Source: an optimization exercise on an open RTL-to-GDS flow (aim: small area and a short achievable clock period). Production flows keep margins and buffers that such runs may drop. Function was checked by simulation only, so behaviour that the tests miss may differ from the original. Power figures rest on the tool's default switching activity, not on a simulated workload.

<file path="flow/design.v">
package riscv_pkg;
    localparam int xlen = 32;
    localparam logic [6:0] OPCODE_LOAD   = 7'b0000011;
    localparam logic [6:0] OPCODE_OP_IMM = 7'b0010011;
    localparam logic [6:0] OPCODE_STORE  = 7'b0100011;
    localparam logic [6:0] OPCODE_OP     = 7'b0110011;
    localparam logic [6:0] OPCODE_LUI    = 7'b0110111;
    localparam logic [6:0] OPCODE_BRANCH = 7'b1100011;
    typedef struct packed {
        logic [31:0] q0;        
        logic [31:8] q1;        
        logic        c8;        
        logic [3:1]  bg;        
        logic [3:1]  bp;        
        logic [3:0]  beq;       
        logic        ltx;       
        logic        brx;       
        logic [31:0] sh;        
        logic [1:0]  shamt;     
        logic [1:0]  shamt_n;   
        logic        fill;      
        logic        sel_sll;
        logic        sel_sr;
        logic        sel_lt;
        logic        br_eq;
        logic        br_lt;
        logic        br_inv;
    } stage_t;
endpackage
module g_inv (input logic a, output logic y);
    assign y = ~a;
endmodule
module g_nand2 (input logic a, input logic b, output logic y);
    assign y = ~(a & b);
endmodule
module g_nand3 (input logic a, input logic b, input logic c, output logic y);
    assign y = ~(a & b & c);
endmodule
module g_nand4 (input logic a, input logic b, input logic c, input logic d, output logic y);
    assign y = ~(a & b & c & d);
endmodule
module g_nor2 (input logic a, input logic b, output logic y);
    assign y = ~(a | b);
endmodule
module g_aoi21 (input logic a1, input logic a2, input logic b, output logic y);
    assign y = ~((a1 & a2) | b);
endmodule
module g_oai21 (input logic a1, input logic a2, input logic b, output logic y);
    assign y = ~((a1 | a2) & b);
endmodule
module g_aoi22 (input logic a1, input logic a2, input logic b1, input logic b2, output logic y);
    assign y = ~((a1 & a2) | (b1 & b2));
endmodule
module g_xor2 (input logic a, input logic b, output logic y);
    assign y = a ^ b;
endmodule
module g_xnor2 (input logic a, input logic b, output logic y);
    assign y = ~(a ^ b);
endmodule
module g_a21boi (input logic a1, input logic a2, input logic bn, output logic y);
    assign y = ~((a1 & a2) | ~bn);
endmodule
module g_mux2i (input logic s, input logic a0, input logic a1, output logic y);
    assign y = ~(s ? a1 : a0);
endmodule
`timescale 1ns/1ps
module regfile #(
    parameter int data_width = 32
) (
    input  logic                  clk,
    input  logic                  arst_n,
    input  logic [4:0]            rs1_addr,
    input  logic [4:0]            rs2_addr,
    input  logic                  rs2_en,
    input  logic                  fwd1,
    input  logic                  fwd2,
    input  logic [data_width-1:0] fwd_data,
    input  logic [4:0]            wr_addr,
    input  logic                  wr_en,
    input  logic [data_width-1:0] wr_data,
    output logic [data_width-1:0] rs1_data,
    output logic [data_width-1:0] rs2_data
);
    logic [31:1] written;
    logic [31:1] we;
    logic [31:1] readable;
    logic [31:1] sel1, sel2;
    logic [data_width-1:0] regs [1:31];
    for (genvar r = 1; r < 32; r++) begin : g_reg
        assign we[r]        = wr_en && (wr_addr == 5'(r));
        assign readable[r]  = written[r] && !we[r];
        always_ff @(posedge clk or negedge arst_n) begin
            if (!arst_n) written[r] <= 1'b0;
            else if (we[r]) written[r] <= 1'b1;
        end
        always_ff @(posedge clk) begin
            if (we[r]) regs[r] <= wr_data;
        end
    end
    rf_dec rd1_dec (.addr(rs1_addr), .en(readable),  .sel(sel1));
    rf_dec rd2_dec (.addr(rs2_addr), .en(readable),  .sel(sel2));
    for (genvar i = 0; i < data_width; i++) begin : g_col
        logic [31:0] col;
        for (genvar r = 1; r < 32; r++) begin : g_bit
            assign col[r] = regs[r][i];
        end
        assign col[0] = fwd_data[i];
        rf_col rd1_col (.sel({sel1, fwd1}), .d(col), .en(1'b1),   .y(rs1_data[i]));
        rf_col rd2_col (.sel({sel2, fwd2}), .d(col), .en(rs2_en), .y(rs2_data[i]));
    end
endmodule
module rf_dec (
    input  logic [4:0]  addr,
    input  logic [31:1] en,
    output logic [31:1] sel
);
    for (genvar r = 1; r < 32; r++) begin : g_sel
        assign sel[r] = en[r] && (addr == 5'(r));
    end
endmodule
module rf_col (
    input  logic [31:0] sel,
    input  logic [31:0] d,
    input  logic        en,
    output logic        y
);
    logic [15:0] l1;
    logic [3:0]  l2;
    logic [1:0]  l3;
    for (genvar k = 0; k < 16; k++) begin : g_l1
        g_aoi22 u (.a1(sel[2*k]), .a2(d[2*k]), .b1(sel[2*k+1]), .b2(d[2*k+1]), .y(l1[k]));
    end
    for (genvar k = 0; k < 4; k++) begin : g_l2
        g_nand4 u (.a(l1[4*k]), .b(l1[4*k+1]), .c(l1[4*k+2]), .d(l1[4*k+3]), .y(l2[k]));
    end
    g_nor2  u_l3a (.a(l2[0]), .b(l2[1]), .y(l3[0]));
    g_nor2  u_l3b (.a(l2[2]), .b(l2[3]), .y(l3[1]));
    g_a21boi u_l4 (.a1(l3[0]), .a2(l3[1]), .bn(en), .y(y));
endmodule
`timescale 1ns/1ps
module decode_alu (
    input  logic [31:0]       a,           
    input  logic [31:0]       s2,          
    input  logic [31:0]       k,           
    input  logic [31:0]       imm,
    input  logic              sub,
    input  logic              sel_add,
    input  logic              lp,
    input  logic              lg,
    input  logic              lui,
    input  logic              sel_sll,
    input  logic              sel_sr,
    input  logic              sra,
    input  logic              lt_signed,
    input  logic              sel_lt,
    input  logic              br_eq,
    input  logic              br_lt,
    input  logic              br_inv,
    output riscv_pkg::stage_t st
);
    logic [31:0] t, p, pn, gn, g, other_n;
    logic [31:0] s0n;             
    logic [31:8] s1n;             
    logic        subn;
    assign subn = ~sub;
    for (genvar i = 0; i < 32; i++) begin : g_pg
        g_xor2  u_t  (.a(s2[i]), .b(k[i]), .y(t[i]));
        g_xnor2 u_pn (.a(a[i]), .b(t[i]), .y(pn[i]));
        g_nand2 u_gn (.a(a[i]), .b(t[i]), .y(gn[i]));
        g_inv   u_p  (.a(pn[i]), .y(p[i]));
        g_inv   u_g  (.a(gn[i]), .y(g[i]));
    end
    assign other_n = ~((p & {32{lp}}) | (g & {32{lg}}) | (imm & {32{lui}}));
    for (genvar b = 0; b < 4; b++) begin : g_blk
        logic [7:0] g1, p1, g2n, p2n, g3, p3;
        logic [7:0] pb, pnb, gnb;
        assign pb  = p[8*b +: 8];
        assign pnb = pn[8*b +: 8];
        assign gnb = gn[8*b +: 8];
        assign g1[0] = g[8*b];
        assign p1[0] = pb[0];
        for (genvar j = 1; j < 8; j++) begin : g_l1
            g_oai21 u_g (.a1(pnb[j]), .a2(gnb[j-1]), .b(gnb[j]), .y(g1[j]));
            g_nor2  u_p (.a(pnb[j]), .b(pnb[j-1]), .y(p1[j]));
        end
        assign g2n[0] = gnb[0];
        assign p2n[0] = pnb[0];
        g_inv u_g2n1 (.a(g1[1]), .y(g2n[1]));
        g_inv u_p2n1 (.a(p1[1]), .y(p2n[1]));
        for (genvar j = 2; j < 8; j++) begin : g_l2
            g_aoi21 u_g (.a1(p1[j]), .a2(g1[j-2]), .b(g1[j]), .y(g2n[j]));
            g_nand2 u_p (.a(p1[j]), .b(p1[j-2]), .y(p2n[j]));
        end
        for (genvar j = 4; j < 8; j++) begin : g_l3
            g_oai21 u_g (.a1(p2n[j]), .a2(g2n[j-4]), .b(g2n[j]), .y(g3[j]));
            g_nor2  u_p (.a(p2n[j]), .b(p2n[j-4]), .y(p3[j]));
        end
        assign g3[3:0] = 4'b0;    
        assign p3[3:0] = 4'b0;
        for (genvar j = 0; j < 8; j++) begin : g_sum
            localparam int I = 8*b + j;
            if (b == 0) begin : g_cin
                if (j == 0) begin : g_j0
                    g_xnor2 u_s (.a(pb[0]), .b(sub), .y(s0n[I]));
                end else if (j == 1) begin : g_j1
                    logic c;
                    g_oai21 u_c (.a1(pnb[0]), .a2(subn), .b(gnb[0]), .y(c));
                    g_xnor2 u_s (.a(pb[j]), .b(c), .y(s0n[I]));
                end else if (j == 2) begin : g_j2
                    logic cn;
                    g_aoi21 u_c (.a1(p1[1]), .a2(sub), .b(g1[1]), .y(cn));
                    g_xor2  u_s (.a(pb[j]), .b(cn), .y(s0n[I]));
                end else if (j < 5) begin : g_j34
                    logic c;
                    g_oai21 u_c (.a1(p2n[j-1]), .a2(subn), .b(g2n[j-1]), .y(c));
                    g_xnor2 u_s (.a(pb[j]), .b(c), .y(s0n[I]));
                end else begin : g_j57
                    logic cn;
                    g_aoi21 u_c (.a1(p3[j-1]), .a2(sub), .b(g3[j-1]), .y(cn));
                    g_xor2  u_s (.a(pb[j]), .b(cn), .y(s0n[I]));
                end
            end else begin : g_cs
                if (j == 0) begin : g_j0
                    assign s0n[I] = pnb[0];
                    assign s1n[I] = pb[0];
                end else if (j == 1) begin : g_j1
                    logic c1;
                    g_xor2  u_s0 (.a(pb[j]), .b(gnb[0]), .y(s0n[I]));
                    g_nand2 u_c1 (.a(gnb[0]), .b(pnb[0]), .y(c1));
                    g_xnor2 u_s1 (.a(pb[j]), .b(c1), .y(s1n[I]));
                end else if (j == 2) begin : g_j2
                    logic c1n;
                    g_xnor2 u_s0 (.a(pb[j]), .b(g1[1]), .y(s0n[I]));
                    g_nor2  u_c1 (.a(g1[1]), .b(p1[1]), .y(c1n));
                    g_xor2  u_s1 (.a(pb[j]), .b(c1n), .y(s1n[I]));
                end else if (j < 5) begin : g_j34
                    logic c1;
                    g_xor2  u_s0 (.a(pb[j]), .b(g2n[j-1]), .y(s0n[I]));
                    g_nand2 u_c1 (.a(g2n[j-1]), .b(p2n[j-1]), .y(c1));
                    g_xnor2 u_s1 (.a(pb[j]), .b(c1), .y(s1n[I]));
                end else begin : g_j57
                    logic c1n;
                    g_xnor2 u_s0 (.a(pb[j]), .b(g3[j-1]), .y(s0n[I]));
                    g_nor2  u_c1 (.a(g3[j-1]), .b(p3[j-1]), .y(c1n));
                    g_xor2  u_s1 (.a(pb[j]), .b(c1n), .y(s1n[I]));
                end
            end
        end
        if (b == 0) begin : g_c8
            logic c8n;
            g_aoi21 u_c (.a1(p3[7]), .a2(sub), .b(g3[7]), .y(c8n));
            g_inv   u_i (.a(c8n), .y(st.c8));
        end else begin : g_gp
            assign st.bg[b] = g3[7];
            assign st.bp[b] = p3[7];
        end
        assign st.beq[b] = &pnb;
    end
    for (genvar i = 0; i < 32; i++) begin : g_q0
        g_mux2i u (.s(sel_add), .a0(other_n[i]), .a1(s0n[i]), .y(st.q0[i]));
    end
    for (genvar i = 8; i < 32; i++) begin : g_q1
        g_mux2i u (.s(sel_add), .a0(other_n[i]), .a1(s1n[i]), .y(st.q1[i]));
    end
    assign st.ltx = ~(lt_signed & (a[31] ^ ~t[31]));
    assign st.brx = st.ltx ^ br_inv;
    logic [31:0] x0, x1, x2, x3;
    logic        fill, fill_n;
    assign fill   = sra & a[31];
    assign fill_n = ~fill;
    for (genvar i = 0; i < 32; i++) begin : g_sh
        g_mux2i u0 (.s(sel_sll), .a0(a[i]), .a1(a[31-i]), .y(x0[i]));
        if (i + 16 < 32) begin : g_a
            g_mux2i u1 (.s(t[4]), .a0(x0[i]), .a1(x0[i+16]), .y(x1[i]));
        end else begin : g_b
            g_mux2i u1 (.s(t[4]), .a0(x0[i]), .a1(fill_n), .y(x1[i]));
        end
        if (i + 8 < 32) begin : g_c
            g_mux2i u2 (.s(t[3]), .a0(x1[i]), .a1(x1[i+8]), .y(x2[i]));
        end else begin : g_d
            g_mux2i u2 (.s(t[3]), .a0(x1[i]), .a1(fill), .y(x2[i]));
        end
        if (i + 4 < 32) begin : g_e
            g_mux2i u3 (.s(t[2]), .a0(x2[i]), .a1(x2[i+4]), .y(x3[i]));
        end else begin : g_f
            g_mux2i u3 (.s(t[2]), .a0(x2[i]), .a1(fill_n), .y(x3[i]));
        end
    end
    assign st.sh      = x3;
    assign st.shamt   = t[1:0];
    assign st.shamt_n = ~t[1:0];
    assign st.fill    = fill;
    assign st.sel_sll = sel_sll;
    assign st.sel_sr  = sel_sr;
    assign st.sel_lt  = sel_lt;
    assign st.br_eq   = br_eq;
    assign st.br_lt   = br_lt;
    assign st.br_inv  = br_inv;
endmodule
`timescale 1ns/1ps
module decode_ctrl (
    input  logic [31:0] inst,
    input  logic        inst_valid,
    input  logic        fwd_valid,    
    input  logic [4:0]  fwd_rd,
    output logic        wb,           
    output logic        rs2_en,       
    output logic        fwd1,         
    output logic        fwd2,         
    output logic [31:0] k,            
    output logic [31:0] imm,
    output logic        sub,          
    output logic        sel_add,
    output logic        lp,           
    output logic        lg,
    output logic        lui,
    output logic        sel_sll,
    output logic        sel_sr,
    output logic        sra,
    output logic        lt_signed,
    output logic        sel_lt,
    output logic        br_eq,
    output logic        br_lt,
    output logic        br_inv
);
    logic [6:0] opcode;
    logic [2:0] f3;
    logic       is_op, is_imm, is_load, is_store, is_br, arith;
    assign opcode = inst[6:0];
    assign f3     = inst[14:12];
    assign is_op    = opcode == riscv_pkg::OPCODE_OP;
    assign is_imm   = opcode == riscv_pkg::OPCODE_OP_IMM;
    assign lui      = opcode == riscv_pkg::OPCODE_LUI;
    assign is_load  = opcode == riscv_pkg::OPCODE_LOAD;
    assign is_store = opcode == riscv_pkg::OPCODE_STORE;
    assign is_br    = opcode == riscv_pkg::OPCODE_BRANCH;
    assign arith    = is_op || is_imm;
    assign wb = inst_valid && (inst[11:7] != 5'd0) && (arith || lui || is_load);
    assign rs2_en = is_op || is_br;
    assign fwd1   = fwd_valid && fwd_rd == inst[19:15];
    assign fwd2   = fwd_valid && fwd_rd == inst[24:20];
    assign sel_add   = (arith && f3 == 3'b000) || is_load || is_store;
    assign sel_sll   = arith && f3 == 3'b001;
    assign sel_sr    = arith && f3 == 3'b101;
    assign sra       = sel_sr && inst[30];
    assign sel_lt    = (arith && f3[2:1] == 2'b01) || (is_br && f3[2]);
    assign lt_signed = (arith && f3 == 3'b010) || (is_br && f3[2:1] == 2'b10);
    assign sub       = (is_op && f3 == 3'b000 && inst[30]) || sel_lt;
    assign lp        = (arith && (f3 == 3'b100 || f3 == 3'b110)) || (is_br && f3[2:1] == 2'b00);
    assign lg        = arith && f3[2:1] == 2'b11;
    assign br_eq     = is_br && f3[2:1] == 2'b00;
    assign br_lt     = is_br && f3[2];
    assign br_inv    = f3[0];
    always_comb begin
        if (lui)           imm = {inst[31:12], 12'b0};
        else if (is_store) imm = {{20{inst[31]}}, inst[31:25], inst[11:7]};
        else               imm = {{20{inst[31]}}, inst[31:20]};
    end
    assign k = rs2_en ? {32{sub}} : (imm ^ {32{sub}});
endmodule
`timescale 1ns/1ps
module alu_exec (
    input  riscv_pkg::stage_t st,
    output logic [31:0]       result,      
    output logic [31:0]       result_int,  
    output logic              taken
);
    logic x1n, x2n, y2n, x3n, y3n, c8n, c24, c32;
    g_aoi21 u_x1 (.a1(st.bp[1]), .a2(st.c8),    .b(st.bg[1]), .y(x1n));
    g_aoi21 u_x2 (.a1(st.bp[2]), .a2(st.bg[1]), .b(st.bg[2]), .y(x2n));
    g_nand2 u_y2 (.a(st.bp[2]),  .b(st.bp[1]),  .y(y2n));
    g_aoi21 u_x3 (.a1(st.bp[3]), .a2(st.bg[2]), .b(st.bg[3]), .y(x3n));
    g_nand2 u_y3 (.a(st.bp[3]),  .b(st.bp[2]),  .y(y3n));
    g_inv   u_c8 (.a(st.c8),     .y(c8n));
    g_oai21 u_c24 (.a1(y2n), .a2(c8n), .b(x2n), .y(c24));
    g_oai21 u_c32 (.a1(y3n), .a2(x1n), .b(x3n), .y(c32));
    logic [31:0] sum_n;
    assign sum_n[7:0] = ~st.q0[7:0];
    for (genvar i = 8; i < 16; i++) begin : g_b1
        g_mux2i u (.s(st.c8), .a0(st.q0[i]), .a1(st.q1[i]), .y(sum_n[i]));
    end
    for (genvar i = 16; i < 24; i++) begin : g_b2
        g_mux2i u (.s(x1n), .a0(st.q1[i]), .a1(st.q0[i]), .y(sum_n[i]));
    end
    for (genvar i = 24; i < 32; i++) begin : g_b3
        g_mux2i u (.s(c24), .a0(st.q0[i]), .a1(st.q1[i]), .y(sum_n[i]));
    end
    logic [31:0] y4, y5, shx_n;
    logic        fill_n;
    assign fill_n = ~st.fill;
    for (genvar i = 0; i < 32; i++) begin : g_sh
        logic a4, a5;
        assign a4 = (i + 2 < 32) ? st.sh[(i + 2) % 32] : st.fill;
        if (i < 16) begin : g_lo
            g_mux2i u4 (.s(st.shamt[1]), .a0(st.sh[i]), .a1(a4), .y(y4[i]));
            g_mux2i u5 (.s(st.shamt[0]), .a0(y4[i]), .a1(y4[i+1]), .y(y5[i]));
        end else begin : g_hi
            g_mux2i u4 (.s(st.shamt_n[1]), .a0(a4), .a1(st.sh[i]), .y(y4[i]));
            if (i + 1 < 32) begin : g_c
                g_mux2i u5 (.s(st.shamt_n[0]), .a0(y4[i+1]), .a1(y4[i]), .y(y5[i]));
            end else begin : g_d
                g_mux2i u5 (.s(st.shamt_n[0]), .a0(fill_n), .a1(y4[i]), .y(y5[i]));
            end
        end
    end
    for (genvar i = 0; i < 32; i++) begin : g_shx
        g_aoi22 u (.a1(st.sel_sr), .a2(y5[i]), .b1(st.sel_sll), .b2(y5[31-i]), .y(shx_n[i]));
    end
    logic lt, eq;
    assign lt = c32 ^ st.ltx;
    assign eq = &st.beq;
    for (genvar i = 1; i < 32; i++) begin : g_res
        g_nand2 u_out (.a(sum_n[i]), .b(shx_n[i]), .y(result[i]));
        g_nand2 u_int (.a(sum_n[i]), .b(shx_n[i]), .y(result_int[i]));
    end
    logic lt_n;
    assign lt_n = ~(st.sel_lt & lt);
    g_nand3 u_out0 (.a(sum_n[0]), .b(shx_n[0]), .c(lt_n), .y(result[0]));
    g_nand3 u_int0 (.a(sum_n[0]), .b(shx_n[0]), .c(lt_n), .y(result_int[0]));
    assign taken = (st.br_eq & (eq ^ st.br_inv)) | (st.br_lt & (c32 ^ st.brx));
endmodule
`timescale 1ns/1ps
module exec_core #(
    parameter int data_width = riscv_pkg::xlen
) (
    input  logic                  clk,
    input  logic                  arst_n,
    input  logic [31:0]           inst,
    input  logic                  inst_valid,
    output logic [data_width-1:0] result,
    output logic [4:0]            result_rd,
    output logic                  result_valid,
    output logic                  branch_taken
);
    logic [31:0] rs1_data, rs2_data, res, res_int, k, imm;
    logic        valid_q, wb_q, wb_d;
    logic [4:0]  rd_q;
    logic        rs2_en, fwd1, fwd2;
    logic        sub, sel_add, lp, lg, lui, sel_sll, sel_sr, sra;
    logic        lt_signed, sel_lt, br_eq, br_lt, br_inv;
    riscv_pkg::stage_t st_d, st_q;
    decode_ctrl decode_ctrl_inst (
        .inst       (inst),
        .inst_valid (inst_valid),
        .fwd_valid  (wb_q),
        .fwd_rd     (rd_q),
        .wb         (wb_d),
        .rs2_en     (rs2_en),
        .fwd1       (fwd1),
        .fwd2       (fwd2),
        .k          (k),
        .imm        (imm),
        .sub        (sub),
        .sel_add    (sel_add),
        .lp         (lp),
        .lg         (lg),
        .lui        (lui),
        .sel_sll    (sel_sll),
        .sel_sr     (sel_sr),
        .sra        (sra),
        .lt_signed  (lt_signed),
        .sel_lt     (sel_lt),
        .br_eq      (br_eq),
        .br_lt      (br_lt),
        .br_inv     (br_inv)
    );
    regfile #(.data_width(32)) regfile_inst (
        .clk      (clk),
        .arst_n   (arst_n),
        .rs1_addr (inst[19:15]),
        .rs2_addr (inst[24:20]),
        .rs2_en   (rs2_en),
        .fwd1     (fwd1),
        .fwd2     (fwd2),
        .fwd_data (res_int),
        .wr_addr  (rd_q),
        .wr_en    (wb_q),
        .wr_data  (res_int),
        .rs1_data (rs1_data),
        .rs2_data (rs2_data)
    );
    decode_alu decode_alu_inst (
        .a         (rs1_data),
        .s2        (rs2_data),
        .k         (k),
        .imm       (imm),
        .sub       (sub),
        .sel_add   (sel_add),
        .lp        (lp),
        .lg        (lg),
        .lui       (lui),
        .sel_sll   (sel_sll),
        .sel_sr    (sel_sr),
        .sra       (sra),
        .lt_signed (lt_signed),
        .sel_lt    (sel_lt),
        .br_eq     (br_eq),
        .br_lt     (br_lt),
        .br_inv    (br_inv),
        .st        (st_d)
    );
    always_ff @(posedge clk or negedge arst_n) begin
        if (!arst_n) begin
            valid_q <= 1'b0;
            wb_q    <= 1'b0;
        end else begin
            valid_q <= inst_valid;
            wb_q    <= wb_d;
        end
    end
    always_ff @(posedge clk) begin
        rd_q <= inst[11:7];
        st_q <= st_d;
    end
    alu_exec alu_exec_inst (
        .st     (st_q),
        .result     (res),
        .result_int (res_int),
        .taken      (branch_taken)
    );
    assign result       = res;
    assign result_rd    = rd_q;
    assign result_valid = valid_q;
endmodule
</file>
<file path="flow/flow/run.sh">
#!/bin/bash
# Own layout flow: the standard layout (standard.sh) with these changes.
#  1. DONT_USE_CELLS adds the full and half adder cells (fa, ha) and the
#     clkdlybuf4s delay buffers to the platform's list (flow/dont_use.txt
#     holds the whole list), so synthesis maps adders to plain gates and
#     port buffering and repair use ordinary buffers.
#  2. After synthesis, a22oi_2 and a21oi_2 cells (what synthesis makes of
#     the design's single-gate modules) start at size 1 (flow/swap.tcl).
#  3. Clock tree synthesis without dummy loads, with sink clusters of at
#     most 30 flip-flops within 60 um.
set -euo pipefail
du="$(cat flow/dont_use.txt)"
cts="-sink_clustering_enable -repair_clock_nets -dont_use_dummy_load -sink_clustering_size 30 -sink_clustering_max_diameter 60"
vars=("DONT_USE_CELLS=$du" "CTS_ARGS=$cts" "SETUP_SLACK_MARGIN=5.5" "TNS_END_PERCENT=100")
res="orfs/results/${FLOW_PLATFORM:-sky130hd}/exec_core/base"

bash standard.sh "${vars[@]}" synth > flow_synth.log 2>&1
ODB_IN="$res/1_synth.odb" ODB_OUT="$res/1_synth.odb" \
  SWAP="sky130_fd_sc_hd__a22oi_2 sky130_fd_sc_hd__a22oi_1 sky130_fd_sc_hd__a21oi_2 sky130_fd_sc_hd__a21oi_1" \
  openroad -no_init -exit flow/swap.tcl > flow_swap.log 2>&1
touch "$res/1_synth.sdc"
bash standard.sh "${vars[@]}" finish > flow_finish.log 2>&1
</file>
<file path="flow/flow/dont_use.txt">
sky130_fd_sc_hd__probe_p_8 sky130_fd_sc_hd__probec_p_8 sky130_fd_sc_hd__lpflow_bleeder_1 sky130_fd_sc_hd__lpflow_clkbufkapwr_1 sky130_fd_sc_hd__lpflow_clkbufkapwr_16 sky130_fd_sc_hd__lpflow_clkbufkapwr_2 sky130_fd_sc_hd__lpflow_clkbufkapwr_4 sky130_fd_sc_hd__lpflow_clkbufkapwr_8 sky130_fd_sc_hd__lpflow_clkinvkapwr_1 sky130_fd_sc_hd__lpflow_clkinvkapwr_16 sky130_fd_sc_hd__lpflow_clkinvkapwr_2 sky130_fd_sc_hd__lpflow_clkinvkapwr_4 sky130_fd_sc_hd__lpflow_clkinvkapwr_8 sky130_fd_sc_hd__lpflow_decapkapwr_12 sky130_fd_sc_hd__lpflow_decapkapwr_3 sky130_fd_sc_hd__lpflow_decapkapwr_4 sky130_fd_sc_hd__lpflow_decapkapwr_6 sky130_fd_sc_hd__lpflow_decapkapwr_8 sky130_fd_sc_hd__lpflow_inputiso0n_1 sky130_fd_sc_hd__lpflow_inputiso0p_1 sky130_fd_sc_hd__lpflow_inputiso1n_1 sky130_fd_sc_hd__lpflow_inputiso1p_1 sky130_fd_sc_hd__lpflow_inputisolatch_1 sky130_fd_sc_hd__lpflow_isobufsrc_1 sky130_fd_sc_hd__lpflow_isobufsrc_16 sky130_fd_sc_hd__lpflow_isobufsrc_2 sky130_fd_sc_hd__lpflow_isobufsrc_4 sky130_fd_sc_hd__lpflow_isobufsrc_8 sky130_fd_sc_hd__lpflow_isobufsrckapwr_16 sky130_fd_sc_hd__lpflow_lsbuf_lh_hl_isowell_tap_1 sky130_fd_sc_hd__lpflow_lsbuf_lh_hl_isowell_tap_2 sky130_fd_sc_hd__lpflow_lsbuf_lh_hl_isowell_tap_4 sky130_fd_sc_hd__lpflow_lsbuf_lh_isowell_4 sky130_fd_sc_hd__lpflow_lsbuf_lh_isowell_tap_1 sky130_fd_sc_hd__lpflow_lsbuf_lh_isowell_tap_2 sky130_fd_sc_hd__lpflow_lsbuf_lh_isowell_tap_4 sky130_fd_sc_hd__fa_1 sky130_fd_sc_hd__fa_2 sky130_fd_sc_hd__fa_4 sky130_fd_sc_hd__ha_1 sky130_fd_sc_hd__ha_2 sky130_fd_sc_hd__ha_4 sky130_fd_sc_hd__clkdlybuf4s15_1 sky130_fd_sc_hd__clkdlybuf4s15_2 sky130_fd_sc_hd__clkdlybuf4s18_1 sky130_fd_sc_hd__clkdlybuf4s18_2 sky130_fd_sc_hd__clkdlybuf4s25_1 sky130_fd_sc_hd__clkdlybuf4s25_2 sky130_fd_sc_hd__clkdlybuf4s50_1 sky130_fd_sc_hd__clkdlybuf4s50_2
</file>
<file path="flow/flow/swap.tcl">
# Swap the masters of some cells in the synthesized design before the
# floorplan: SWAP lists pairs "from to" of cells with the same function.
# Used to start the single-gate modules at their smallest size; the
# layout's repair steps size them up where timing needs it.
read_db $::env(ODB_IN)
set db [ord::get_db]
set block [ord::get_db_block]
set map [dict create]
foreach {from to} $::env(SWAP) { dict set map $from $to }
set n 0
foreach inst [$block getInsts] {
  set m [[$inst getMaster] getName]
  if {[dict exists $map $m]} {
    set nm [$db findMaster [dict get $map $m]]
    if {$nm eq "NULL" || $nm eq ""} { error "no master [dict get $map $m]" }
    $inst swapMaster $nm
    incr n
  }
}
puts "swapped $n instances"
write_db $::env(ODB_OUT)
</file>
<file path="flow/standard.sh">
#!/bin/bash
# synth_recipe.tcl (not shown) runs the flow's synth.tcl, then flattens the netlist and writes it again
# the make line also repeats each setting of config.mk as NAME=value (left out here)
make -C /OpenROAD-flow-scripts/flow DESIGN_CONFIG=/design/flow/config.mk WORK_HOME=/design/flow/orfs CLKGATE_MAP_FILE= SYNTH_SCRIPT=/design/flow/synth_recipe.tcl "${@:-finish}"
</file>
<file path="flow/config.mk">
export PLATFORM = sky130hd
export DESIGN_NAME = exec_core
export DESIGN_NICKNAME = exec_core
export VERILOG_FILES = /design/flow/design.v
export SDC_FILE = /design/flow/constraint.sdc
export NUM_CORES = 8
export LEC_CHECK = 0
export CAP_MARGIN = 20
export CORE_MARGIN = 2
export CORE_UTILIZATION = 40
export PLACE_DENSITY = 0.6
export SETUP_SLACK_MARGIN = 5
export SLEW_MARGIN = 20
export SYNTH_HIERARCHICAL = 1
export SYNTH_MINIMUM_KEEP_SIZE = 0
export TNS_END_PERCENT = 100
</file>
<file path="flow/constraint.sdc">
create_clock -name core_clock -period 10.0 [get_ports {clk}]
set_input_delay 2.0000 -clock core_clock [delete_from_list [all_inputs] [get_ports {clk}]]
set_output_delay 2.0000 -clock core_clock [all_outputs]
set_load 0.01 [all_outputs]
</file>
==> summary.txt, run 1 <==
Critical path
The highest net fanout along the worst path is 11. In this run the register-to-register setup slack is 5230 ps. The endpoint of the most critical setup path is st_q[102]. The reg-to-reg critical path startpoint is rd_q[3]. The worst setup path is captured at a register.

For the worst setup path, the data required time is 10550 ps. The critical register-to-register path endpoint is st_q[46]. The worst setup path startpoint is inst[20].

For the worst setup path, the data arrival time is 5340 ps. The nature of the critical path startpoint is a primary input. For the worst flop-to-flop path, the logic depth is 20. The kind of critical path is primary input to register.

STA
The maximum operating frequency is 209 MHz. Headroom to the max-slew limit came out at 19.5%. The post-route fraction of the period consumed by the critical path is 47.9%. After layout, the minimum clock period comes to 4790 ps. The worst clock skew on the final layout is 110 ps. The post-route setup TNS is 0 ps. Setup repair after global routing could not meet its margin everywhere. The number of hold violations in the final report is 0. The count of final max-slew check failures is 0.

The slew at the pin with the worst max-slew slack is 1210 ps. Setup violations remaining at the end of the flow were counted as 0.

Die
After floorplanning, the core was divided into 132 placement rows. The effective utilization at floorplan is 40.3%. The area of the core region is 0.129 mm2. The floorplan step set the die width to 365 um.

The die covers 0.133 mm2. From bottom edge to top edge, the die measures 365 um. The boundary pin count is 74.

Synthesis
The post-synthesis instance area is 0.0521 mm2. In the synthesized netlist, the number of instances is 3860. The mean area per synthesized cell is 13.5 um2. Yosys printed 10 warnings.

Detailed routing
For this block, the initial DRC count from the detailed router was 8192. The overall via count from detail_route is 43556. The detailed-route DRC error count is 0. The routed length per placed instance is 36.3 um. The detail route stage leaves a number of antenna-violating nets equal to 0.

The iteration count of the initial detailed-routing pass is 14. Summed over all layers, the routed wires come to 229000 um. The per-cell via count in the routed design is 6.91.

Finish
The ratio of cells with drive above 1 in the final layout is 25.1%. Registers take 0.0330 mm2. The final layout contains 4588 nets. The leading cell type in the layout, fill and taps excluded is a22oi_1. The final standard cell count with taps included and fillers excluded is 6301. In the layout the commonest cells are a22oi_1 (997), edfxtp_1 (992), nand4_1 (266). The total area of multi-input combinational cells is 0.0225 mm2. The filler cell count in the final layout is 11029.

The layout-stage area growth over the synthesis result is 23.7%.

Clock network
The buffer depth of the longest clock path is 3. The number of clock buffers added by TritonCTS is 94. Clock tree synthesis selected as its root buffer the cell clkbuf_16. The H-tree was split into 3 levels.

Counting every sink on the clock net gives 1142. The clock reaches the later pin of the worst-skew pair after 770 ps. The TritonCTS clock tree is done. After clock tree synthesis, the clock-pin slew on the worst setup and hold paths is 50 ps. The number of hold buffers added after CTS was 0.

Place
The final RePlAce weighted congestion is 1.04. The detailed-placement wirelength estimate is 136000 um. The placed instance count is 5802. Port buffering added 73 buffers.

GRT
The total grt overflow is 0. Entering global routing, the biggest net connects 67 pins. The via count of the first global-routing pass came to 39183. The initial antenna violation count is 7. The global-route wire length before repair is 305000 um.

Global routing used 32.9% of the available tracks across all layers.

Run
The reported max-cap violation count is 0.

Pwr
The analysis attributes to cell leakage a power of 19.2 nW. Across the VDD grid, the largest voltage drop is 0.000112 V. Power spread over the standard cell area amounts to 139 mW/mm2.

Hold path
The worst hold path begins at regfile_inst.written[1]. In this run the worst hold path is classified as register to register.

Status
The run finished with no timing, DRC or antenna violations.
==> sequential cells by signal, indices dropped and copies added, names as in the netlist <==
name	cells
regfile_inst.regs	992
st_q	112
regfile_inst.written	31
rd_q	5
valid_q	1
wb_q	1
==> critical path, cell delays in order <==
cell      delay, ps
buf_16          120
and3b_4         250
buf_1           110
and3_4          190
buf_4           200
a22oi_1         210
nand4_1         380
nor2_4          420
a21boi_2        150
xor2_2          210
xnor2_2         180
buf_1           120
o21ai_2         180
inv_1            80
o21ai_2         140
buf_2           160
xnor2_2         120
mux2i_1         100
==> per-layer routing <==
| layer | GRT usage, % | part of all wire (%) | vias up |
|---|---|---|---|
| met5 | 1.49 | 0.13 | - |
| met4 | 19.0 | 7.1 | 6 |
| met3 | 13.6 | 16 | 719 |
| met2 | 46.8 | 42 | 3622 |
| met1 | 41.8 | 36 | 21815 |
| li1 | - | - | 17394 |
==> stage by stage <==
step | setup slack (ps) | hold WS [ps] | utilization (%) | area, um2 | power (mW)
final | 5210 | 477 | 49.8 | 64400 | 8.95
after global placement | 3140 | 451 | 43.0 | 55600 | 5.58
after global routing | 5200 | 490 | 49.8 | 64400 | 9.13
after detailed placement | 3080 | 460 | 43.0 | 55600 | 5.59
after CTS | 5430 | 470 | 47.8 | 61800 | 8.86
after floorplan | 4690 | 436 | - | 52600 | 5.46
==> layout make-up <==
| type | count | share of cell area (%) |
|---|---|---|
| inverter | 94 | 0.587 |
| tap | 1742 | 3.38 |
| timing repair buffer | 586 | 6.24 |
| sequential | 1142 | 51.2 |
| multi-input combinational | 2635 | 34.9 |
| antenna | 8 | 0.0311 |
| clock buffer | 94 | 3.65 |
==> power breakdown <==
group	leakage (nW)	switching (mW)	internal, mW
Clock	1.16	1.64	1.65
Combinational	9.74	0.323	0.188
Sequential	8.29	0.0205	5.13
==> worst min-delay path by stage <==
| stage | endpoint | slack [ps] | cells past startpoint |
|---|---|---|---|
| after floorplan | regfile_inst.written[1] | 440 | 2 |
| after global placement | regfile_inst.written[3] | 450 | 2 |
| after detailed placement | regfile_inst.written[1] | 460 | 2 |
| after CTS | regfile_inst.written[1] | 470 | 2 |
| after global routing | regfile_inst.written[6] | 490 | 1 |
| final | regfile_inst.written[1] | 480 | 2 |
==> what timing repair did <==
item,in CTS,in global routing
buffers inserted,204,151
pin swaps,143,232
hold endpoints to repair,0,0
gates cloned,31,7
gates resized for setup,593,376
setup endpoints to repair,139,108
==> inputs of run 2 (changes only) <==
--- a/flow/design.v
+++ b/flow/design.v
@@ -8,11 +8,10 @@
     localparam logic [6:0] OPCODE_BRANCH = 7'b1100011;
     typedef struct packed {
         logic [31:0] q0;        
-        logic [31:8] q1;        
-        logic        c8;        
-        logic [3:1]  bg;        
-        logic [3:1]  bp;        
-        logic [3:0]  beq;       
+        logic [31:4] q1;        
+        logic        c4;        
+        logic [7:1]  gg;        
+        logic [7:1]  gp;        
         logic        ltx;       
         logic        brx;       
         logic [31:0] sh;        
@@ -160,7 +159,7 @@
 );
     logic [31:0] t, p, pn, gn, g, other_n;
     logic [31:0] s0n;             
-    logic [31:8] s1n;             
+    logic [31:4] s1n;             
     logic        subn;
     assign subn = ~sub;
     for (genvar i = 0; i < 32; i++) begin : g_pg
@@ -171,15 +170,15 @@
         g_inv   u_g  (.a(gn[i]), .y(g[i]));
     end
     assign other_n = ~((p & {32{lp}}) | (g & {32{lg}}) | (imm & {32{lui}}));
-    for (genvar b = 0; b < 4; b++) begin : g_blk
-        logic [7:0] g1, p1, g2n, p2n, g3, p3;
-        logic [7:0] pb, pnb, gnb;
-        assign pb  = p[8*b +: 8];
-        assign pnb = pn[8*b +: 8];
-        assign gnb = gn[8*b +: 8];
-        assign g1[0] = g[8*b];
+    for (genvar b = 0; b < 8; b++) begin : g_grp
+        logic [3:0] g1, p1, g2n, p2n;
+        logic [3:0] pb, pnb, gnb;
+        assign pb  = p[4*b +: 4];
+        assign pnb = pn[4*b +: 4];
+        assign gnb = gn[4*b +: 4];
+        assign g1[0] = g[4*b];
         assign p1[0] = pb[0];
-        for (genvar j = 1; j < 8; j++) begin : g_l1
+        for (genvar j = 1; j < 4; j++) begin : g_l1
             g_oai21 u_g (.a1(pnb[j]), .a2(gnb[j-1]), .b(gnb[j]), .y(g1[j]));
             g_nor2  u_p (.a(pnb[j]), .b(pnb[j-1]), .y(p1[j]));
         end
@@ -187,18 +186,12 @@
         assign p2n[0] = pnb[0];
         g_inv u_g2n1 (.a(g1[1]), .y(g2n[1]));
         g_inv u_p2n1 (.a(p1[1]), .y(p2n[1]));
-        for (genvar j = 2; j < 8; j++) begin : g_l2
+        for (genvar j = 2; j < 4; j++) begin : g_l2
             g_aoi21 u_g (.a1(p1[j]), .a2(g1[j-2]), .b(g1[j]), .y(g2n[j]));
             g_nand2 u_p (.a(p1[j]), .b(p1[j-2]), .y(p2n[j]));
         end
-        for (genvar j = 4; j < 8; j++) begin : g_l3
-            g_oai21 u_g (.a1(p2n[j]), .a2(g2n[j-4]), .b(g2n[j]), .y(g3[j]));
-            g_nor2  u_p (.a(p2n[j]), .b(p2n[j-4]), .y(p3[j]));
-        end
-        assign g3[3:0] = 4'b0;    
-        assign p3[3:0] = 4'b0;
-        for (genvar j = 0; j < 8; j++) begin : g_sum
-            localparam int I = 8*b + j;
+        for (genvar j = 0; j < 4; j++) begin : g_sum
+            localparam int I = 4*b + j;
             if (b == 0) begin : g_cin
                 if (j == 0) begin : g_j0
                     g_xnor2 u_s (.a(pb[0]), .b(sub), .y(s0n[I]));
@@ -210,14 +203,10 @@
                     logic cn;
                     g_aoi21 u_c (.a1(p1[1]), .a2(sub), .b(g1[1]), .y(cn));
                     g_xor2  u_s (.a(pb[j]), .b(cn), .y(s0n[I]));
-                end else if (j < 5) begin : g_j34
+                end else begin : g_j3
                     logic c;
-                    g_oai21 u_c (.a1(p2n[j-1]), .a2(subn), .b(g2n[j-1]), .y(c));
+                    g_oai21 u_c (.a1(p2n[2]), .a2(subn), .b(g2n[2]), .y(c));
                     g_xnor2 u_s (.a(pb[j]), .b(c), .y(s0n[I]));
-                end else begin : g_j57
-                    logic cn;
-                    g_aoi21 u_c (.a1(p3[j-1]), .a2(sub), .b(g3[j-1]), .y(cn));
-                    g_xor2  u_s (.a(pb[j]), .b(cn), .y(s0n[I]));
                 end
             end else begin : g_cs
                 if (j == 0) begin : g_j0
@@ -233,33 +222,25 @@
                     g_xnor2 u_s0 (.a(pb[j]), .b(g1[1]), .y(s0n[I]));
                     g_nor2  u_c1 (.a(g1[1]), .b(p1[1]), .y(c1n));
                     g_xor2  u_s1 (.a(pb[j]), .b(c1n), .y(s1n[I]));
-                end else if (j < 5) begin : g_j34
+                end else begin : g_j3
                     logic c1;
-                    g_xor2  u_s0 (.a(pb[j]), .b(g2n[j-1]), .y(s0n[I]));
-                    g_nand2 u_c1 (.a(g2n[j-1]), .b(p2n[j-1]), .y(c1));
+                    g_xor2  u_s0 (.a(pb[j]), .b(g2n[2]), .y(s0n[I]));
+                    g_nand2 u_c1 (.a(g2n[2]), .b(p2n[2]), .y(c1));
                     g_xnor2 u_s1 (.a(pb[j]), .b(c1), .y(s1n[I]));
-                end else begin : g_j57
-                    logic c1n;
-                    g_xnor2 u_s0 (.a(pb[j]), .b(g3[j-1]), .y(s0n[I]));
-                    g_nor2  u_c1 (.a(g3[j-1]), .b(p3[j-1]), .y(c1n));
-                    g_xor2  u_s1 (.a(pb[j]), .b(c1n), .y(s1n[I]));
                 end
             end
         end
-        if (b == 0) begin : g_c8
-            logic c8n;
-            g_aoi21 u_c (.a1(p3[7]), .a2(sub), .b(g3[7]), .y(c8n));
-            g_inv   u_i (.a(c8n), .y(st.c8));
+        if (b == 0) begin : g_c4
+            g_oai21 u_c (.a1(p2n[3]), .a2(subn), .b(g2n[3]), .y(st.c4));
         end else begin : g_gp
-            assign st.bg[b] = g3[7];
-            assign st.bp[b] = p3[7];
+            g_inv u_g (.a(g2n[3]), .y(st.gg[b]));
+            g_inv u_p (.a(p2n[3]), .y(st.gp[b]));
         end
-        assign st.beq[b] = &pnb;
     end
     for (genvar i = 0; i < 32; i++) begin : g_q0
         g_mux2i u (.s(sel_add), .a0(other_n[i]), .a1(s0n[i]), .y(st.q0[i]));
     end
-    for (genvar i = 8; i < 32; i++) begin : g_q1
+    for (genvar i = 4; i < 32; i++) begin : g_q1
         g_mux2i u (.s(sel_add), .a0(other_n[i]), .a1(s1n[i]), .y(st.q1[i]));
     end
     assign st.ltx = ~(lt_signed & (a[31] ^ ~t[31]));
@@ -365,25 +346,47 @@
     output logic [31:0]       result_int,  
     output logic              taken
 );
-    logic x1n, x2n, y2n, x3n, y3n, c8n, c24, c32;
-    g_aoi21 u_x1 (.a1(st.bp[1]), .a2(st.c8),    .b(st.bg[1]), .y(x1n));
-    g_aoi21 u_x2 (.a1(st.bp[2]), .a2(st.bg[1]), .b(st.bg[2]), .y(x2n));
-    g_nand2 u_y2 (.a(st.bp[2]),  .b(st.bp[1]),  .y(y2n));
-    g_aoi21 u_x3 (.a1(st.bp[3]), .a2(st.bg[2]), .b(st.bg[3]), .y(x3n));
-    g_nand2 u_y3 (.a(st.bp[3]),  .b(st.bp[2]),  .y(y3n));
-    g_inv   u_c8 (.a(st.c8),     .y(c8n));
-    g_oai21 u_c24 (.a1(y2n), .a2(c8n), .b(x2n), .y(c24));
-    g_oai21 u_c32 (.a1(y3n), .a2(x1n), .b(x3n), .y(c32));
-    logic [31:0] sum_n;
-    assign sum_n[7:0] = ~st.q0[7:0];
-    for (genvar i = 8; i < 16; i++) begin : g_b1
-        g_mux2i u (.s(st.c8), .a0(st.q0[i]), .a1(st.q1[i]), .y(sum_n[i]));
+    logic [7:0] e_g, e_p, l1g_n, l1p_n, l2g, l2p, l3g_n;
+    assign e_g = {st.gg, st.c4};
+    assign e_p = {st.gp, 1'b0};
+    g_inv u_l1g0 (.a(st.c4), .y(l1g_n[0]));
+    assign l1p_n[0] = 1'b1;
+    for (genvar k = 1; k < 8; k++) begin : g_l1
+        g_aoi21 u_g (.a1(e_p[k]), .a2(e_g[k-1]), .b(e_g[k]), .y(l1g_n[k]));
+        if (k >= 2) begin : g_p
+            g_nand2 u_p (.a(e_p[k]), .b(e_p[k-1]), .y(l1p_n[k]));
+        end else begin : g_p1
+            assign l1p_n[k] = 1'b1;    
+        end
+    end
+    assign l2g[0] = st.c4;
+    g_inv u_l2g1 (.a(l1g_n[1]), .y(l2g[1]));
+    assign l2p[1:0] = 2'b00;
+    for (genvar k = 2; k < 8; k++) begin : g_l2
+        g_oai21 u_g (.a1(l1p_n[k]), .a2(l1g_n[k-2]), .b(l1g_n[k]), .y(l2g[k]));
+        g_nor2  u_p (.a(l1p_n[k]), .b(l1p_n[k-2]), .y(l2p[k]));
+    end
+    assign l3g_n[3:0] = 4'hf;    
+    for (genvar k = 4; k < 8; k++) begin : g_l3
+        g_aoi21 u_g (.a1(l2p[k]), .a2(l2g[k-4]), .b(l2g[k]), .y(l3g_n[k]));
     end
-    for (genvar i = 16; i < 24; i++) begin : g_b2
-        g_mux2i u (.s(x1n), .a0(st.q1[i]), .a1(st.q0[i]), .y(sum_n[i]));
-    end
-    for (genvar i = 24; i < 32; i++) begin : g_b3
-        g_mux2i u (.s(c24), .a0(st.q0[i]), .a1(st.q1[i]), .y(sum_n[i]));
+    logic c32;
+    g_inv u_c32 (.a(l3g_n[7]), .y(c32));
+    logic [31:0] sum_n;
+    assign sum_n[3:0] = ~st.q0[3:0];
+    for (genvar b = 1; b < 8; b++) begin : g_sel
+        for (genvar j = 0; j < 4; j++) begin : g_bit
+            localparam int I = 4*b + j;
+            if (b == 1) begin : g_1
+                g_mux2i u (.s(st.c4), .a0(st.q0[I]), .a1(st.q1[I]), .y(sum_n[I]));
+            end else if (b == 2) begin : g_2
+                g_mux2i u (.s(l1g_n[1]), .a0(st.q1[I]), .a1(st.q0[I]), .y(sum_n[I]));
+            end else if (b < 5) begin : g_34
+                g_mux2i u (.s(l2g[b-1]), .a0(st.q0[I]), .a1(st.q1[I]), .y(sum_n[I]));
+            end else begin : g_57
+                g_mux2i u (.s(l3g_n[b-1]), .a0(st.q1[I]), .a1(st.q0[I]), .y(sum_n[I]));
+            end
+        end
     end
     logic [31:0] y4, y5, shx_n;
     logic        fill_n;
@@ -408,7 +411,7 @@
     end
     logic lt, eq;
     assign lt = c32 ^ st.ltx;
-    assign eq = &st.beq;
+    assign eq = ~|st.q0;
     for (genvar i = 1; i < 32; i++) begin : g_res
         g_nand2 u_out (.a(sum_n[i]), .b(shx_n[i]), .y(result[i]));
         g_nand2 u_int (.a(sum_n[i]), .b(shx_n[i]), .y(result_int[i]));
==> flow/flow/run.sh (replaced) <==
#!/bin/bash
# Own layout flow: the standard layout (standard.sh) with these changes.
#  1. DONT_USE_CELLS adds the full and half adder cells (fa, ha) and the
#     clkdlybuf4s delay buffers to the platform's list (flow/dont_use.txt
#     holds the whole list), so synthesis maps adders to plain gates and
#     port buffering and repair use ordinary buffers.
#  2. After synthesis, a22oi_2 and a21oi_2 cells (what synthesis makes of
#     the design's single-gate modules) start at size 1 (flow/swap.tcl).
#  3. Clock tree synthesis without dummy loads, with small sink clusters
#     (flow/settings.sh).
#  4. Timing repair aims at a shorter period than the design's clock
#     (setup margin from flow/settings.sh) on all endpoints.
# Everything else (synthesis script, floorplan, power grid, placement,
# routing, the clock period and constraints) is the standard flow.
# Each tool's full output goes to a log file here (flow_*.log); ORFS also
# writes each step's log under orfs/logs/.
set -euo pipefail
source flow/settings.sh
du="$(cat flow/dont_use.txt)"
vars=("DONT_USE_CELLS=$du" "CTS_ARGS=$CTS_ARGS" "SETUP_SLACK_MARGIN=$MARGIN" "TNS_END_PERCENT=$TNS")
res="orfs/results/${FLOW_PLATFORM:-sky130hd}/exec_core/base"

bash standard.sh "${vars[@]}" synth > flow_synth.log 2>&1
ODB_IN="$res/1_synth.odb" ODB_OUT="$res/1_synth.odb" SWAP="$SWAP" \
  openroad -no_init -exit flow/swap.tcl > flow_swap.log 2>&1
touch "$res/1_synth.sdc"
bash standard.sh "${vars[@]}" finish > flow_finish.log 2>&1
==> flow/flow/settings.sh (new file) <==
# Settings read by flow/run.sh
CTS_ARGS="-sink_clustering_enable -repair_clock_nets -dont_use_dummy_load -sink_clustering_size 30 -sink_clustering_max_diameter 60"
MARGIN=5.5
TNS=100
SWAP="sky130_fd_sc_hd__a22oi_2 sky130_fd_sc_hd__a22oi_1 sky130_fd_sc_hd__a21oi_2 sky130_fd_sc_hd__a21oi_1"
==> run 2 against run 1 <==
Net effect: synthesized cell count decreased by 0.83%; register-to-register slack improved by 290 ps; via count decreased by 3.8%; critical path depth decreased by 4; die area about the same; sequential power increased by 0.8%; hold slack improved by 3.5 ps; critical endpoint is now st_q[22]; sequential share of layout area increased by 2.7 points; wire length decreased by 6.1%.
==> summary.txt, run 2 <==
Critical path
The critical path is of the primary input to register type. Counting stages on the worst path, the most repeated cell is mux2i_1. The nature of the critical path endpoint is a register. The largest single stage delay on the critical path is 340 ps. The highest-delay cell along the critical path is nand4_1.

The critical path goes through buf_2, and3b_2, and3_1, buf_6, a22oi_1, nand4_1, nor2_4, a21boi_4, buf_6, buf_6, mux2i_1, mux2i_1, mux2i_1, mux2i_1. The reg-to-reg critical path startpoint is rd_q[3]. Of all nets on the critical path, the largest fanout is 32. The nature of the critical path startpoint is a primary input. In this run the worst setup path begins at inst[15]. The data required time at the worst endpoint is 10570 ps.

The data arrival time at the worst-slack endpoint is 5140 ps. The reg-to-reg setup timing slack is 5520 ps.

Clock network
CTS saw 1150 sinks. The insertion delay of the later-clocked pin in the worst-skew pair is 750 ps. The master cell of the clock root buffer is clkbuf_16. The total of hold buffers inserted after clock tree synthesis is 0. The clock passes through at most 3 buffers. Clock-pin slew was measured on the worst setup and hold paths at 70 ps.

The number of levels in the clock H-tree is 3. TritonCTS built the clock tree. The CTS buffer count is 87.

Die
In this run the count of I/O pins placed on the die edge is 74. From left edge to right edge, the die measures 365 um. The floorplan row count is 132.

The floorplan die area is 0.133 mm2. Once the floorplan was initialized, standard cells occupied 40.3% of the core. The die height is 365 um. In this run the standard cell core region covers 0.129 mm2.

STA
On the final layout, the worst clock skew is 83.4 ps. The worst path uses 45.7% of the clock period. The post-route setup TNS is 0 ps. The worst path in the final design needs a cycle of 4570 ps, including I/O delays and setup.

The count of final max-slew check failures is 0. The number of hold violations in the final report came to 0. The maximum operating frequency is 219 MHz.

Setup repair after global routing could not meet its margin everywhere. The max-slew headroom at the worst pin is 19.6%. The final setup slack of the worst path is 5430 ps. On the final layout, the worst hold slack is 480 ps. For the pin with the worst max-slew slack, the measured transition is 1200 ps.

Setup violations remaining at the end of the flow were counted as 0.

GRT
The total grt overflow is 0. The global-route wire length before repair is 293000 um. The largest net degree at the start of global routing is 49. The global-route usage over all layers is 31.2%. The initial antenna violation count was 13. The via count of the first global-routing pass came to 38434.

Detailed routing
The first detailed-routing pass ran for 9 iterations. For this block, the via count after detailed routing is 41895. In the routed design, unresolved DRC markers number 0. The count of nets left with antenna violations once routing finished came out at 0.

After detailed routing, the average wire length per cell comes to 35.5 um. The number of design-rule violations left by the first detailed-router iteration is 7417. Dividing the detail-routed via count by the number of cells gives 6.91. The final layout contains routed wiring with a total length of 215000 um.

Place
Port buffering added 73 buffers. At the end of routability-driven placement, the weighted congestion stood at 0.928. Once detailed placement completed, the half-perimeter wirelength came to 133000 um. The minimum setup slack after placement is 3050 ps. The placed instance count is 5767. The post-detailed-placement cell area is 0.0555 mm2.

Finish
From synthesis to final layout, the design area changed by 18.0%. The register with the most flip-flops in the layout has 992 of them. In the final layout, the registers with the most flip-flops are regfile_inst.regs (992), st_q (120), regfile_inst.written (31). Of the cells placed in the final design, the portion with a size suffix greater than 1 is 17.9%.

The top cell types in the final layout, fill and taps aside, are a22oi_1 (1046), edfxtp_1 (992), mux2i_1 (277). The post-layout utilization of the core is 47.5%. The register with the most flip-flops is regfile_inst.regs. The net count of the finished layout is 4350. The area of all placed cells without fillers is 0.0615 mm2.

The leading cell type in the layout, fill and taps excluded is a22oi_1. The final standard cell count with taps included and fillers excluded is 6065.

Pwr
For this design the ratio of total power to cell area is 142 mW/mm2. The overall power is 8.72 mW. The total leakage power is 18.3 nW.

The peak supply drop is 0.000142 V.

Synthesis
The mean area per synthesized cell is 13.6 um2. The mapped netlist covers 0.0521 mm2. For this run, the number of Yosys warnings is 10.

Synthesis produced 3828 cells.

Hold path
The type of the tightest min-delay check is register to register. In this run the most critical hold path is launched from regfile_inst.written[4].

Status
The flow ran to the end and the layout has no timing, DRC or antenna violations.

Run
The reported max-cap violation count is 0.
-- run 2: final timing paths --
| kind | end | cells past startpoint |
|---|---|---|
| setup reg to reg | st_q[101] | 14 |
| setup / recovery | st_q[22] | 14 |
| hold reg to reg | regfile_inst.written[4] | 1 |
| hold / removal | regfile_inst.written[4] | 1 |
| min in group asynchronous | regfile_inst.written[31] | 1 |
| max in group asynchronous | wb_q | 1 |
-- run 2: metal layers --
metal / share of wire, % / GRT usage, % / routed length (um)
met3: 14 / 9.57 / 30600
met2: 42 / 44.8 / 90300
met5: 0.012 / 0 / 26
met1: 36 / 40.6 / 77100
met4: 8.0 / 20.9 / 17100
-- run 2: what timing repair did --
action | CTS | global route
cloned | 14 | 3
endpoints found under the setup margin | 147 | 103
gates resized for setup | 403 | 195
pin swaps | 63 | 110
buffers inserted | 107 | 77
-- run 2: area by class of cell --
class                   count  area (um2)
repair buffers            396        2770
fillers                 11233       67800
flip-flops and latches   1150       33100
well taps                1742        2180
diodes                     10        25.0
multi-input cells        2583       20800
clock buffers              87        2180
inverters                  97         377
-- run 2: worst max-delay path, delay by kind of cell --
kind,cells,cell delay (ps)
AOI/OAI and AO/OA,2,390
buffers and inverters,4,730
and+or+nand+nor,4,1170
muxes,4,790
-- run 2: power by group --
group          switching (mW)  total (mW)  internal [mW]
Combinational           0.252       0.393          0.141
Clock                    1.61        3.14           1.53
Sequential             0.0243        5.19           5.17
Total                    1.88        8.72           6.84
==> inputs of run 3 (changes only) <==
==> flow/flow/settings.sh (replaced) <==
# Settings read by flow/run.sh
CTS_ARGS="-sink_clustering_enable -repair_clock_nets -dont_use_dummy_load -sink_clustering_size 20 -sink_clustering_max_diameter 50 -buf_list {sky130_fd_sc_hd__clkbuf_4 sky130_fd_sc_hd__clkbuf_8}"
MARGIN=5.3
TNS=100
SWAP="sky130_fd_sc_hd__a22oi_2 sky130_fd_sc_hd__a22oi_1 sky130_fd_sc_hd__a21oi_2 sky130_fd_sc_hd__a21oi_1"
==> run 3 against run 2 <==
Net effect: hold slack lost 8.4 ps; highest routed layer unchanged; sequential share of layout area increased by 1.8 points; critical path depth down 2; final cell count shrank 0.13%; critical endpoint is now st_q[30]; largest power group unchanged; flip-flop and latch count stayed put; count of clock-buffer cells in the layout grew 21.
==> summary.txt, run 3 <==
Status
The run finished with no timing, DRC or antenna violations.

STA
The final hold slack is 472 ps. The slew at the pin with the worst max-slew slack is 1220 ps. The final setup slack of the worst path is 5190 ps. The minimum clock period is 4810 ps.

The final critical path takes up 48.1% of the cycle. Setup repair after global routing could not meet its margin everywhere. The count of final max-slew check failures came to 0. The number of hold violations in the final report is 0. The clock arrives with 101 ps of skew.

Setup violations remaining at the end of the flow were counted as 0. The max-slew headroom at the worst pin is 18.4%. Static timing analysis puts the maximum clock frequency at 208 MHz.

The post-route setup TNS is 0 ps.

Clock network
The CTS buffer count is 108. TritonCTS built the clock tree. The buffer depth of the longest clock path is 3. The root buffer cell chosen for the clock tree is clkbuf_8. The number of levels in the clock H-tree is 3. The later pin in the worst-skew pair is clocked with a latency of 880 ps. The clock transition at the register clock pins on the worst setup and hold paths after CTS is 70 ps. CTS saw 1150 sinks.

Pwr
The peak supply drop is 0.0000996 V. Power spread over the standard cell area amounts to 136 mW/mm2. For this design the static power due to leakage is 17.5 nW.

Detailed routing
The iteration count of the initial detailed-routing pass is 9. The detailed-route DRC error count is 0. The post-detailed-route count of antenna-violating nets is 0. The routed design has 217000 um of wire. Using the TritonRoute via totals, the vias-per-cell ratio works out to 6.91. The number of design-rule violations left by the first detailed-router iteration is 7702. The routed length per placed instance is 35.8 um.

Detailed routing inserted a total of 41844 vias.

Hold path
The worst hold path begins at regfile_inst.written[3]. The tightest min-delay check is of the register to register type. The worst hold path was traced through 2 stages.

The path with the worst hold slack has its endpoint at regfile_inst.written[3].

Finish
In the layout the commonest cells are a22oi_1 (1052), edfxtp_1 (992), mux2i_1 (274). The largest registers in the layout are regfile_inst.regs (992), st_q (120), regfile_inst.written (31). Cells with a size suffix above 1 make up 15.8% of the layout.

The library cell used most frequently in the layout, excluding fill and tap cells, is a22oi_1. The post-layout utilization of the core is 46.0%. The finished cells cover 0.0595 mm2. From synthesis to final layout, the design area changed by 14.1%. Counting flops per register, the top entry is regfile_inst.regs.

The net count of the finished layout is 4347. The register with the most flip-flops in the layout has 992 of them.

Synthesis
The count of yosys warnings during synthesis is 10. The count of mapped cells out of synthesis is 3828. The post-synthesis instance area is 0.0521 mm2. The mean area per synthesized cell is 13.6 um2.

Place
Buffers placed on the I/O ports in this run total 73. At the end of routability-driven placement, the weighted congestion stood at 0.958. The post-detailed-placement cell area is 0.0554 mm2. Before CTS, the worst setup slack after placement is 3350 ps. Detailed placement finished with a half-perimeter wire length of 132000 um.

Critical path
On the critical path, the stage with the largest delay is an instance of buf_4. Counting stages on the worst path, the most repeated cell is mux2i_1. The critical path goes through buf_2, nor3b_2, and3_1, buf_4, a22oi_1, nand4_1, nor2_1, a21boi_2, mux2i_1, mux2i_1, mux2i_1, mux2i_1. The path depth of the worst reg2reg path is 15. STA puts the critical path data arrival time at 5560 ps. The reg-to-reg critical path startpoint is wb_q.

STA classifies the critical path startpoint as a primary input. The nature of the critical path endpoint is a register. The highest net fanout along the worst path is 32. For this run, the slowest stage of the critical path takes 510 ps. The kind of critical path is primary input to register. At the worst endpoint, the required time is 10740 ps. In this run the critical register-to-register path is captured at st_q[79].

The reg-to-reg setup timing slack is 5290 ps.

GRT
The global-route usage over all layers is 31.3%. The initial antenna violation count is 9. For this run the aggregate overflow at the end of global routing stands at 0. The via count of the first global-routing pass is 38418. Entering global routing, the biggest net connects 51 pins.

The global-route wire length before repair is 293000 um.

Die
In this run the count of I/O pins placed on the die edge is 74. The width of the die is 365 um. The effective utilization at floorplan is 40.3%. The die height is 365 um. After floorplanning, the core was sized to cover 0.129 mm2. The floorplan die area is 0.133 mm2.

The floorplan row count is 132.

Run
Across the run, the number of max-cap violations was 0.
## run 3: how the worst max path moves through the flow
stage	depth (start not counted)	slack, ps	startpoint	end
3_3_place_gp	12	3410	inst[19]	st_q[31]
6_report	12	5190	inst[18]	st_q[30]
4_1_cts	6	5300	st_q[59]	result[28]
3_5_place_dp	12	3350	inst[19]	st_q[31]
5_1_grt	6	5250	st_q[46]	result[20]
2_1_floorplan	14	4880	inst[21]	st_q[91]
## run 3: worst max-delay path: cells and delay by family
kind	cells	cell delay, ps
simple gates	4	1210
mux	4	840
buf+inv	2	800
compound gates	2	610
## run 3: metrics by stage
stage / cells / total power, mW
6_report: 6057 / 8.06
5_1_grt: 6053 / 8.24
4_1_cts: 5951 / 8.03
3_5_place_dp: 5767 / 5.60
3_3_place_gp: 5765 / 5.60
2_1_floorplan: 3859 / 5.48
## run 3: area by class of cell
type,instances,area [um2]
fillers,11599,69900
flip-flops and latches,1150,33100
multi-input cells,2594,20200
well taps,1742,2180
repair buffers,361,2080
clock buffers,108,1490
inverters,97,380
diodes,5,12.5
## run 3: power by group
group          switching (mW)  total [mW]  internal (mW)
sequential             0.0209        5.18           5.16
combinational           0.251       0.376          0.125
clock                    1.55        2.50          0.953
total                    1.82        8.06           6.24
## run 3: what timing repair did
| item | 4_1_cts | 5_1_grt |
|---|---|---|
| setup endpoints to repair | 147 | 113 |
| pin swaps | 33 | 28 |
| resized for setup | 246 | 148 |
| cloned | 22 | 6 |
| hold buffers | 0 | 0 |
| buffers inserted | 54 | 94 |
## run 3: layer usage
metal | vias up | global-route usage (%) | routed length [um]
li1 | 16817 | - | -
met1 | 20839 | 40.2 | 78500
met2 | 3512 | 45.5 | 92100
met3 | 660 | 9.85 | 30500
met4 | 16 | 19.9 | 15500
met5 | - | 0.690 | 295
==> inputs of run 4 (changes only) <==
==> flow/flow/settings.sh (replaced) <==
# Settings read by flow/run.sh
CTS_ARGS="-sink_clustering_enable -repair_clock_nets -dont_use_dummy_load -sink_clustering_size 20 -sink_clustering_max_diameter 50 -buf_list {sky130_fd_sc_hd__clkbuf_4 sky130_fd_sc_hd__clkbuf_8}"
MARGIN=5.8
TNS=100
SWAP="sky130_fd_sc_hd__a22oi_2 sky130_fd_sc_hd__a22oi_1 sky130_fd_sc_hd__a21oi_2 sky130_fd_sc_hd__a21oi_1"
==> run 4 against run 3 <==
Net effect: via count rose by 10%; final cell count rose by 8.3%; wire length rose by 13%; critical path type unchanged; flip-flop and latch count did not move; non-clock buffer count rose by 462.
==> summary.txt, run 4 <==
Die
The floorplan row count is 132. In this run the standard cell core region covers 0.129 mm2. The floorplan die area is 0.133 mm2. The initial utilization of the core area, before any placement, comes to 40.3%. 74 I/O pins were placed.

The width of the die is 365 um. The die height is 365 um.

Critical path
Together, buffers and inverters on the worst path number 7. The nature of the critical path endpoint is a register. The highest net fanout along the worst path is 5. The most numerous cell on the critical path is buf_1. For the worst setup path, the data required time is 10660 ps. STA classifies the critical path startpoint as a primary input. The reg-to-reg critical path startpoint is rd_q[2].

Among all stages on the critical path, the largest delay is contributed by nor2_4. The gate family responsible for the most delay along the worst path is simple AND/OR/NAND/NOR gates. The reg-to-reg setup timing slack is 5430 ps. The kind of critical path is primary input to register. The number of cells on the worst reg-to-reg path is 16. For the worst setup path, the data arrival time is 5460 ps.

In this design, the stage delay of the slowest critical-path cell is 580 ps. Traced cell by cell, the critical path runs through buf_12, nor3b_4, buf_6, buf_1, buf_2, and3_4, buf_1, buf_1, a22oi_1, nand4_1, nor2_4, a21boi_4, xor2_4, xnor2_2, inv_1, a222oi_1, mux2i_1. The worst register-to-register path ends at st_q[66].

STA
The count of final max-slew check failures is 0. The slew at the pin with the worst max-slew slack is 1250 ps. The post-route fraction of the period consumed by the critical path is 48.0%.

Headroom to the max-slew limit came out at 16.4%. Summed over all failing endpoints, the final setup total negative slack is 0 ps. The number of hold violations in the final report is 0.

The worst clock skew on the final layout is 88.2 ps. Hold is met by 478 ps. The maximum operating frequency is 208 MHz. Setup repair after global routing could not meet its margin everywhere. Setup violations remaining at the end of the flow were counted as 0. The minimum clock period is 4800 ps.

Finish
The largest registers in the layout are regfile_inst.regs (992), st_q (120), regfile_inst.written (31). The leading cell type in the layout, fill and taps excluded is edfxtp_1. The register with the most flip-flops is regfile_inst.regs. The final standard cell count with taps included and fillers excluded is 6558. The number of flip-flops under the largest register name is 992. In the layout the commonest cells are edfxtp_1 (992), a22oi_1 (974), buf_1 (288). The multi-input combinational cells in the finished layout cover a total of 0.0235 mm2.

The layout-stage area growth over the synthesis result is 28.2%. The final layout net count is 4845. The filler cell count in the final layout is 10758. The ratio of cells with drive above 1 in the final layout is 30.3%. The area taken by flip-flops and latches is 0.0332 mm2.

Detailed routing
For this block, the via count after detailed routing is 46114. Using the TritonRoute via totals, the vias-per-cell ratio works out to 7.03. The detailed-route DRC error count is 0.

The routed length per placed instance is 37.2 um. The number of design-rule violations left by the first detailed-router iteration is 9299. The count of nets left with antenna violations once routing finished came out at 0.

Wires add up to 244000 um. The first detailed-routing pass took 14 iterations.

Place
The detailed-placement wirelength estimate is 136000 um. The final RePlAce weighted congestion is 0.989. The number of placed instances, taps included, is 5756. The number of buffers inserted by port buffering is 73.

Pwr
The analysis attributes to cell leakage a power of 20.2 nW. The power per unit of standard cell area is 126 mW/mm2. The net load switching power is 1.97 mW. The proportion of power drawn by flip-flops and latches is 61.9%. The part of the total power dissipated in combinational logic is 6.8%. The fraction of power spent switching nets is 23.4%. Across the VDD grid, the largest voltage drop is 0.000104 V.

Cell internal power was estimated by the tool at 6.42 mW. The share of power burned in the clock network is 31.4%.

GRT
Entering global routing, the biggest net connects 67 pins. The total grt overflow is 0. Global routing used 34.7% of the available tracks. The initial antenna violation count was 10.

The via count of the first global-routing pass is 40595. The first global-routing pass estimated 322000 um of wire.

Synthesis
After synthesis the cells add up to 0.0521 mm2. Counting every instance in the synthesized netlist gives 3828. For this run, the number of Yosys warnings is 10. The mean area per synthesized cell is 13.6 um2.

Clock network
The buffer depth of the longest clock path is 3. The master cell of the clock root buffer is clkbuf_8. Clock-pin slew was measured on the worst setup and hold paths at 50 ps.

The clock drives 1150 sinks. The H-tree was split into 3 levels. The CTS buffer count is 118. The total of hold buffers inserted after clock tree synthesis is 0. The TritonCTS clock tree is done. At the later pin of the worst-skew pair, clock insertion delay measures 850 ps.

Hold path
The start point of the worst min-delay path is regfile_inst.written[2]. In this run the worst hold path is classified as register to register. The end of the worst hold path is regfile_inst.written[2].

The number of stages on the worst hold path is 2.

Status
The flow ran to the end and the layout has no timing, DRC or antenna violations.

Run
The tool flagged a number of max-cap violations equal to 0.
==> run 4: cell types whose count changed in the layout (fill, tap and decap cells not counted), moves of 29 or more <==
cell / delta
buf_1: +127
buf_2: +121
buf_6: +109
mux2i_1: -93
a22oi_1: -78
a22oi_2: +78
nor2_4: +74
nor2_1: -71
mux2i_4: +57
and3_4: +54
buf_12: +36
mux2i_2: +36
xor2_1: -29
==> run 4: stage by stage <==
step	setup WS (ps)	instance area [um2]	power, mW	util, %
2_1_floorplan	4880	52500	5.49	-
3_3_place_gp	3200	55400	5.61	42.9
3_5_place_dp	3150	55500	5.61	42.9
4_1_cts	5520	62200	8.24	48.1
5_1_grt	5260	66700	8.57	51.6
6_report	5200	66800	8.39	51.6
==> run 4: tightest hold or removal path, cell delays in order (launching register included) <==
cell     delay [ps]
dfrtp_1         340
inv_1            40
o31ai_1          50
==> run 4: final cells by class <==
class	count	share of cell area (%)
Sequential cell	1150	49.7
Multi-Input combinational cell	2620	35.2
Timing Repair Buffer	823	8.82
Tap cell	1742	3.26
Clock buffer	118	2.43
Inverter	97	0.573
Antenna cell	8	0.0300
==> run 4: worst max-delay path by stage <==
stage / from / endpoint / slack (ps) / cells after the start
floorplan: inst[21] / st_q[91] / 4880 / 14
global placement: inst[20] / st_q[22] / 3200 / 12
detailed placement: inst[20] / st_q[31] / 3150 / 12
CTS: st_q[8] / result[29] / 5520 / 6
global route: inst[22] / st_q[87] / 5260 / 17
finish: inst[22] / st_q[87] / 5200 / 17
==> run 4: timing repair <==
| item | CTS | global route |
|---|---|---|
| endpoints found under the setup margin | 162 | 136 |
| pin swaps | 182 | 332 |
| endpoints found under the hold margin | 0 | 0 |
| buffers inserted | 303 | 310 |
| resized for setup | 698 | 645 |
| gates cloned | 51 | 11 |
==> run 4: per-layer routing <==
layer	share of wire [%]	GRT usage [%]	vias to the layer above
li1	-	-	17885
met1	34	43.4	22738
met2	40	48.2	4486
met3	17	15.4	989
met4	8.5	23.2	16
met5	0.17	1.34	-
==> run 4: power by group through the flow <==
stage | clock (mW) | sequential, mW | combinational (mW)
3_5_place_dp | 0 | 5.29 | 0.323
2_1_floorplan | 0 | 5.29 | 0.201
6_report | 2.63 | 5.19 | 0.567
5_1_grt | 2.81 | 5.19 | 0.574
3_3_place_gp | 0 | 5.29 | 0.321
4_1_cts | 2.62 | 5.18 | 0.436

Check on run 4: ideal ports give 5.197 ns setup slack; a clkbuf_16 on the clock port and buf_2 on the inputs give 5.178 ns; moving port delays by the midpoint clock arrival (0.900 ns) as well gives 4.277 ns.
